This design comes from an exercise in tuning for small area, a short achievable clock period and few clock cycles per item on the open sky130 flow, not from production work. The RTL was checked by simulation tests, not by an equivalence proof against the original design.

--- design/flow/run.sh ---
#!/bin/bash
# synth_recipe.tcl (not shown) runs the flow's synth.tcl, then flattens the netlist and writes it again
# the make line also repeats each setting of config.mk as NAME=value (left out here)
make -C /OpenROAD-flow-scripts/flow DESIGN_CONFIG=/design/flow/config.mk WORK_HOME=/design/flow/orfs CLKGATE_MAP_FILE= SYNTH_SCRIPT=/design/flow/synth_recipe.tcl finish
--- design/flow/config.mk ---
export PLATFORM = sky130hd
export DESIGN_NAME = iir_biquad_seq
export DESIGN_NICKNAME = iir_biquad_seq
export VERILOG_FILES = /design/flow/design.v
export SDC_FILE = /design/flow/constraint.sdc
export NUM_CORES = 4
export LEC_CHECK = 0
export CAP_MARGIN = 20
export CORE_MARGIN = 2
export CORE_UTILIZATION = 40
export SLEW_MARGIN = 20
--- design/flow/constraint.sdc ---
create_clock -name core_clock -period 11.0 [get_ports {clk}]
set_input_delay 2.2000 -clock core_clock [delete_from_list [all_inputs] [get_ports {clk}]]
set_output_delay 2.2000 -clock core_clock [all_outputs]
set_load 0.01 [all_outputs]
--- design/flow/design.v ---
package iir_pkg;
  localparam int N_DEF     = 24;
  localparam int F_DEF     = 15;
  localparam int GUARD_DEF = 3;
  localparam int TAP_W     = 3;
  typedef enum logic [1:0] {
    IDLE = 2'd0,
    MAC  = 2'd1,
    DONE = 2'd2
  } state_e;
  localparam logic [TAP_W-1:0] TAP_B0  = 3'd0;
  localparam logic [TAP_W-1:0] TAP_B1  = 3'd1;
  localparam logic [TAP_W-1:0] TAP_B2  = 3'd2;
  localparam logic [TAP_W-1:0] TAP_NA1 = 3'd3;
  localparam logic [TAP_W-1:0] TAP_NA2 = 3'd4;
endpackage
import iir_pkg::*;
module iir_tap_mux
#(
  parameter int                N     = N_DEF,
  parameter logic signed [N-1:0] C_B0  = '0,
  parameter logic signed [N-1:0] C_B1  = '0,
  parameter logic signed [N-1:0] C_B2  = '0,
  parameter logic signed [N-1:0] C_NA1 = '0,
  parameter logic signed [N-1:0] C_NA2 = '0
) (
  input  logic [TAP_W-1:0]    tap_i,
  input  logic signed [N-1:0] uk_i,
  input  logic signed [N-1:0] u1_i,
  input  logic signed [N-1:0] u2_i,
  input  logic signed [N-1:0] y1_i,
  input  logic signed [N-1:0] y2_i,
  output logic signed [N-1:0] coef_o,
  output logic signed [N-1:0] oper_o
);
  always_comb begin
    coef_o = '0;
    oper_o = '0;
    case (tap_i)
      TAP_B0:  begin coef_o = C_B0;  oper_o = uk_i; end
      TAP_B1:  begin coef_o = C_B1;  oper_o = u1_i; end
      TAP_B2:  begin coef_o = C_B2;  oper_o = u2_i; end
      TAP_NA1: begin coef_o = C_NA1; oper_o = y1_i; end
      TAP_NA2: begin coef_o = C_NA2; oper_o = y2_i; end
      default: ;
    endcase
  end
endmodule
import iir_pkg::*;
module iir_biquad_seq
#(
  parameter int N     = N_DEF,
  parameter int F     = F_DEF,
  parameter int B0    = 26646,
  parameter int B1    = 53280,
  parameter int B2    = 26646,
  parameter int NA1   = -52133,
  parameter int NA2   = -21682,
  parameter int GUARD = GUARD_DEF
) (
  input  logic                clk,
  input  logic                reset,
  input  logic                clear,
  input  logic                sample_valid,
  input  logic signed [N-1:0] u_in,
  output logic                busy,
  output logic                y_valid,
  output logic signed [N-1:0] y_out,
  output logic                overrun
);
  localparam int PW = 2 * N;
  localparam int AW = PW + GUARD;
  localparam logic signed [N-1:0] C_B0  = N'(B0);
  localparam logic signed [N-1:0] C_B1  = N'(B1);
  localparam logic signed [N-1:0] C_B2  = N'(B2);
  localparam logic signed [N-1:0] C_NA1 = N'(NA1);
  localparam logic signed [N-1:0] C_NA2 = N'(NA2);
  iir_pkg::state_e       state_q, state_d;
  logic [TAP_W-1:0]      tap_q, tap_d;
  logic signed [AW-1:0]  acc_q, acc_d;
  logic signed [N-1:0]   uk_q, uk_d, u1_q, u1_d, u2_q, u2_d;
  logic signed [N-1:0]   y1_q, y1_d, y2_q, y2_d;
  logic signed [N-1:0]   y_out_q, y_out_d;
  logic                  y_valid_q, y_valid_d;
  logic                  busy_q, busy_d;
  logic                  overrun_q, overrun_d;
  logic signed [N-1:0]   coef, oper;
  logic signed [PW-1:0]  prod;
  logic signed [AW-1:0]  prod_ext;
  logic signed [N-1:0]   result;
  assign result = acc_q[F +: N];
  iir_tap_mux #(
    .N    (N),
    .C_B0 (C_B0),
    .C_B1 (C_B1),
    .C_B2 (C_B2),
    .C_NA1(C_NA1),
    .C_NA2(C_NA2)
  ) u_tap_mux (
    .tap_i (tap_q),
    .uk_i  (uk_q),
    .u1_i  (u1_q),
    .u2_i  (u2_q),
    .y1_i  (y1_q),
    .y2_i  (y2_q),
    .coef_o(coef),
    .oper_o(oper)
  );
  assign prod     = $signed({{((PW)-(N)){coef[(N)-1]}}, coef}) * $signed({{((PW)-(N)){oper[(N)-1]}}, oper});
  assign prod_ext = {{((AW)-(PW)){prod[(PW)-1]}}, prod};
  always_ff @(posedge clk or posedge reset) begin
    if (reset) begin
      state_q   <= IDLE;
      tap_q     <= '0;
      acc_q     <= '0;
      uk_q      <= '0;
      u1_q      <= '0;
      u2_q      <= '0;
      y1_q      <= '0;
      y2_q      <= '0;
      y_out_q   <= '0;
      y_valid_q <= 1'b0;
      busy_q    <= 1'b0;
      overrun_q <= 1'b0;
    end else begin
      state_q   <= state_d;
      tap_q     <= tap_d;
      acc_q     <= acc_d;
      uk_q      <= uk_d;
      u1_q      <= u1_d;
      u2_q      <= u2_d;
      y1_q      <= y1_d;
      y2_q      <= y2_d;
      y_out_q   <= y_out_d;
      y_valid_q <= y_valid_d;
      busy_q    <= busy_d;
      overrun_q <= overrun_d;
    end
  end
  always_comb begin
    state_d = state_q;
    tap_d   = tap_q;
    case (state_q)
      IDLE: begin
        if (!clear && sample_valid) begin
          state_d = MAC;
          tap_d   = TAP_B0;
        end
      end
      MAC: begin
        if (tap_q == TAP_NA2) begin
          state_d = DONE;
          tap_d   = '0;
        end else begin
          tap_d = tap_q + 3'd1;
        end
      end
      DONE:    state_d = IDLE;
      default: state_d = IDLE;
    endcase
  end
  always_comb begin
    acc_d     = acc_q;
    uk_d      = uk_q;
    u1_d      = u1_q;
    u2_d      = u2_q;
    y1_d      = y1_q;
    y2_d      = y2_q;
    y_out_d   = y_out_q;
    y_valid_d = 1'b0;
    overrun_d = overrun_q;
    case (state_q)
      IDLE: begin
        if (clear) begin
          u1_d      = '0;
          u2_d      = '0;
          y1_d      = '0;
          y2_d      = '0;
          overrun_d = 1'b0;
        end else if (sample_valid) begin
          uk_d  = u_in;
          acc_d = '0;
        end
      end
      MAC: begin
        acc_d = acc_q + prod_ext;
        if (sample_valid) overrun_d = 1'b1;
      end
      DONE: begin
        y_out_d   = result;
        y_valid_d = 1'b1;
        u2_d      = u1_q;
        u1_d      = uk_q;
        y2_d      = y1_q;
        y1_d      = result;
        if (sample_valid) overrun_d = 1'b1;
      end
      default: ;
    endcase
  end
  assign busy_d  = (state_d != IDLE);
  assign busy    = busy_q;
  assign y_valid = y_valid_q;
  assign y_out   = y_out_q;
  assign overrun = overrun_q;
endmodule
==> run summary <==
----------------------------------------------------
[Outcome]
  Outcome ... finished clean

[Die]
  Effective utilization at floorplan ... between 40% and 50%
  Die area ... 61400 sq um
  Io pins ... 55
  Die W ... 248 um
  Number of cell rows ... 89
  Core outline area ... 58900 sq um
  Die Span Y ... 248 um

[Routing]
  Starting DRC count in detailed routing ... between 1500 and 2000
  Number of remaining DRC errors ... 0
  Mean routed wirelength per cell ... 22.2 um
  DR vias ... 16849
  Sum of routed wire length over all layers ... 70400 um
  Number of vias per cell ... 5.32
  Detailed-router iteration count before antenna repair ... 7
  Number of antenna-violating nets in the routed design ... 0

[STA]
  Setup TNS after final layout ... 0 ns
  Setup Skew ... 0.0205 ns
  Final count of hold timing violations ... 0
  Transition at the pin with the smallest max-transition slack ... 1.13 ns
  Final period demand of the worst path ... 9.89 ns
  Maximum frequency from static timing analysis ... roughly 100 MHz
  Setup violation total in the final timing report ... 0
  Unrepaired setup endpoints after global routing ... false
  Relative slew slack ... 24.3%
  Period Utilization, post-route ... roughly nine tenths
  Final Max Tran Viols ... 0

[Global routing]
  Maximum number of pins on one net before global-route repair ... 115
  Aggregate global routing overflow ... 0
  Number of global-route vias before repair ... 18089
  Global-route wire length before repair ... about 110000 um
  Antenna violations before repair ... 1
  Overall global routing resource usage ... 24.6%

[Placement]
  Number of buffers added on ports ... 54
  Placed Instance Area ... around 25000 sq um
  Placed wire-length estimate ... 57200 um
  Final estimated routing congestion in global placement ... just under 1

[Clock network]
  Count of cells resized by post-cts repair ... 0
  Number of buffers created by CTS ... 17
  Clock-pin slew on the worst setup and hold paths ... 0.09 ns
  Buffer levels on the longest clock path ... 2
  Number of sinks on the clock net ... 191
  Postcts setup bufs ... 0
  H-tree levels ... 4
  Clock tree from TritonCTS ... yes
  CTS Root Buffer Type ... clkbuf_16
  CTS hold repair buffers ... 0
  Clock latency at the later pin of the worst-skew pair ... 0.51 ns

[Critical path]
  Required time of the worst setup path ... around 11 ns
  Crit Path Max Fanout ... 16
  Critical Path Sink Type ... register
  Biggest cell delay along the critical path ... slightly below 1 ns
  Kind of start point of the critical path ... register
  Slowest stage cell, crit path ... fa_1
  Arrival time at the worst endpoint ... about 10 ns
  Critical path class ... reg2reg

[Final layout]
  Count of antenna diodes in the layout ... 0
  Final design utilization ... 43.9%
  Final layout net count ... between 3000 and 4000
  Finished Cell Area ... 25900 sq um
  Share of post-route cells with drive strength above 1 ... 5.47%
  Area growth, synth to finish ... 8.80%
  Total of fill cells in the finished design ... 5613

[Flow run]
  Maximum capacitance violations ... 0

[Synthesis]
  Synth Register Bits ... 191
  Syn nets ... 3006
  Synth Cell Area ... 23800 sq um
  Post-synth top flop ... dfrtp_1
  Proportion of synthesized chip area in sequential cells ... 20.1%
  Async set or reset register ratio after synthesis ... 100%
  Synth cell types ... 67
  Number of flops mapped to enable cells by yosys ... 0
  Mean instance size in the synthesized netlist ... 10.1 sq um
  Cells after synthesis ... roughly 2400
  Synth warn ... 2

[Hold path]
  Hold crit path type ... reg2reg

----------------------------------------------------
through the flow:
stage | hold WS, ns | std cells | worst slack [ns]
finish | 0.506 | 3167 | 1.11
global route | 0.526 | 3167 | 0.565
CTS | 0.513 | 3167 | 1.14
detailed placement | 0.491 | 3135 | 1.20
global placement | 0.488 | 3135 | 1.49
floorplan | 0.455 | 2359 | 2.39
cell usage in the layout, fill, tap and decap left out, types with 13 or more instances in the layout:
cell	n
inv_1	603
fa_1	444
dfrtp_1	191
nand2_1	188
ha_1	175
nor2_1	150
a22o_1	102
o21ai_0	65
clkdlybuf4s50_1	54
mux2_2	48
a21oi_1	44
xnor2_1	36
buf_4	28
a22oi_1	25
clkbuf_16	17
o21a_1	14
a222oi_1	13
path summary, 6_finish.rpt:
| check | slack (ns) | endpoint | from | cells past startpoint |
|---|---|---|---|---|
| worst min-delay path | 0.51 | acc_q[10] | acc_q[10] | 2 |
| max in group asynchronous | 7.48 | u2_q[5] | reset | 3 |
| worst max register to register | 1.11 | acc_q[36] | tap_q[2] | 27 |
| min in group asynchronous | 2.26 | acc_q[7] | reset | 2 |
| worst max-delay path | 1.11 | acc_q[36] | tap_q[2] | 27 |
| worst min register to register | 0.51 | acc_q[10] | acc_q[10] | 2 |
critical path: cells and delay by family (launching register included):
kind,cells,cell delay (ns)
AO/OA/AOI/OAI,8,2.17
flip-flops,1,0.68
AND/OR/NAND/NOR,3,1.01
buffers and inverters,7,1.03
adder cells (fa/ha/maj),9,4.87
metal layers:
metal	share of wire (%)	vias to the layer above	routed length, um	track usage (%)
li1	-	7389	-	-
met2	44	702	31200	36.4
met1	45	8667	31500	36.0
met3	8.8	91	6210	6.00
met4	2.2	0	1540	6.64
met5	0	-	0	0
registers in the layout, indices dropped and copies added, names as in the netlist:
name / flops
busy_q: 1
y_valid_q: 1
y_out_q: 24
tap_q: 3
u2_q: 24
overrun_q: 1
y1_q: 24
state_q: 2
u1_q: 24
acc_q: 39
y2_q: 24
uk_q: 24
cells in the mapped netlist (3+ instances only):
master       n  area share, %
a21o_1       9           0.28
buf_4        3          0.095
o21ai_1     10           0.21
o31ai_1      7           0.22
buf_2        3          0.063
xnor2_1     36            1.3
and2_1      10           0.26
a41o_1       8           0.34
a22oi_1     25           0.79
o21ai_0     66            1.4
o2111ai_1    3           0.11
or3_1        7           0.18
buf_1        5          0.079
mux2_2      48            2.3
a22o_1     102            3.8
a41oi_1      8           0.29
and3_1       5           0.13
o21a_1      14           0.44
a31oi_1      6           0.16
clkbuf_1    68            1.1
nor3_1       6           0.13
a222oi_1    13           0.55
o211ai_1     6           0.19
nand3_1      7           0.15
dfrtp_1    191             20
fa_1       444             37
ha_1       175            9.2
a211oi_1     4           0.13
or2_2        5           0.13
a21oi_1     45           0.95
o21bai_1     6           0.19
nand2_1    189            3.0
nor2b_1     11           0.29
inv_1      604            9.5
nand2b_1    10           0.26
xor2_1       9           0.33
nand4_1      3          0.079
a32o_1       4           0.17
nor2_1     151            2.4
final cells by class:
type / count / area (sq um) / share of cell area, %
clock buffer: 17 / 425 / 1.64
clock inverter: 15 / 188 / 0.725
inverter: 604 / 2270 / 8.79
multi-input combinational: 1483 / 16500 / 63.6
sequential: 191 / 4780 / 18.5
tap: 773 / 967 / 3.74
timing repair buffer: 84 / 782 / 3.02
kinds of logic (layout without fill, tap and decap cells):
logic type,after synthesis,after routing,share of synthesized area (%)
simple gates,411,411,7.21
fa+ha+maj,619,619,46.6
xor+xnor,46,46,1.75
compound gates,357,357,11.1
flops,191,191,20.1
buf+inv,685,720,10.9
mux,50,50,2.36
Testbench counts, summed over its fixed seeds: cycles 14,008, items 2,000.

[afterwards: timing with drivers on the ports]
The results above use ideal ports. As a check the final layout listed here was re-extracted and re-timed, cells and wires unchanged.
Step 1: set_driving_cell puts a clkbuf_16 on clk and a buf_2 on each other input, an assumption about the parent block.
Step 2 moves the port delays by t, midway between the first and last clock arrival at a register: inputs arrive t later, outputs are due t later. That takes back most of the time a late clock gives input paths.
Slacks: no drivers / after step 1 / after step 2; pairs: no drivers / after step 1.
t (ns): 0.560
setup slack, ns: 1.109 / 1.109 / 1.109
slew at the worst register clock pin (ns): 0.09 / 0.09
worst slew at a driven data input, ns: 0.04
After both steps this run still meets setup and hold. For this run, drivers alone change the setup slack by 0.000 ns; drivers and shift together by 0.000 ns.
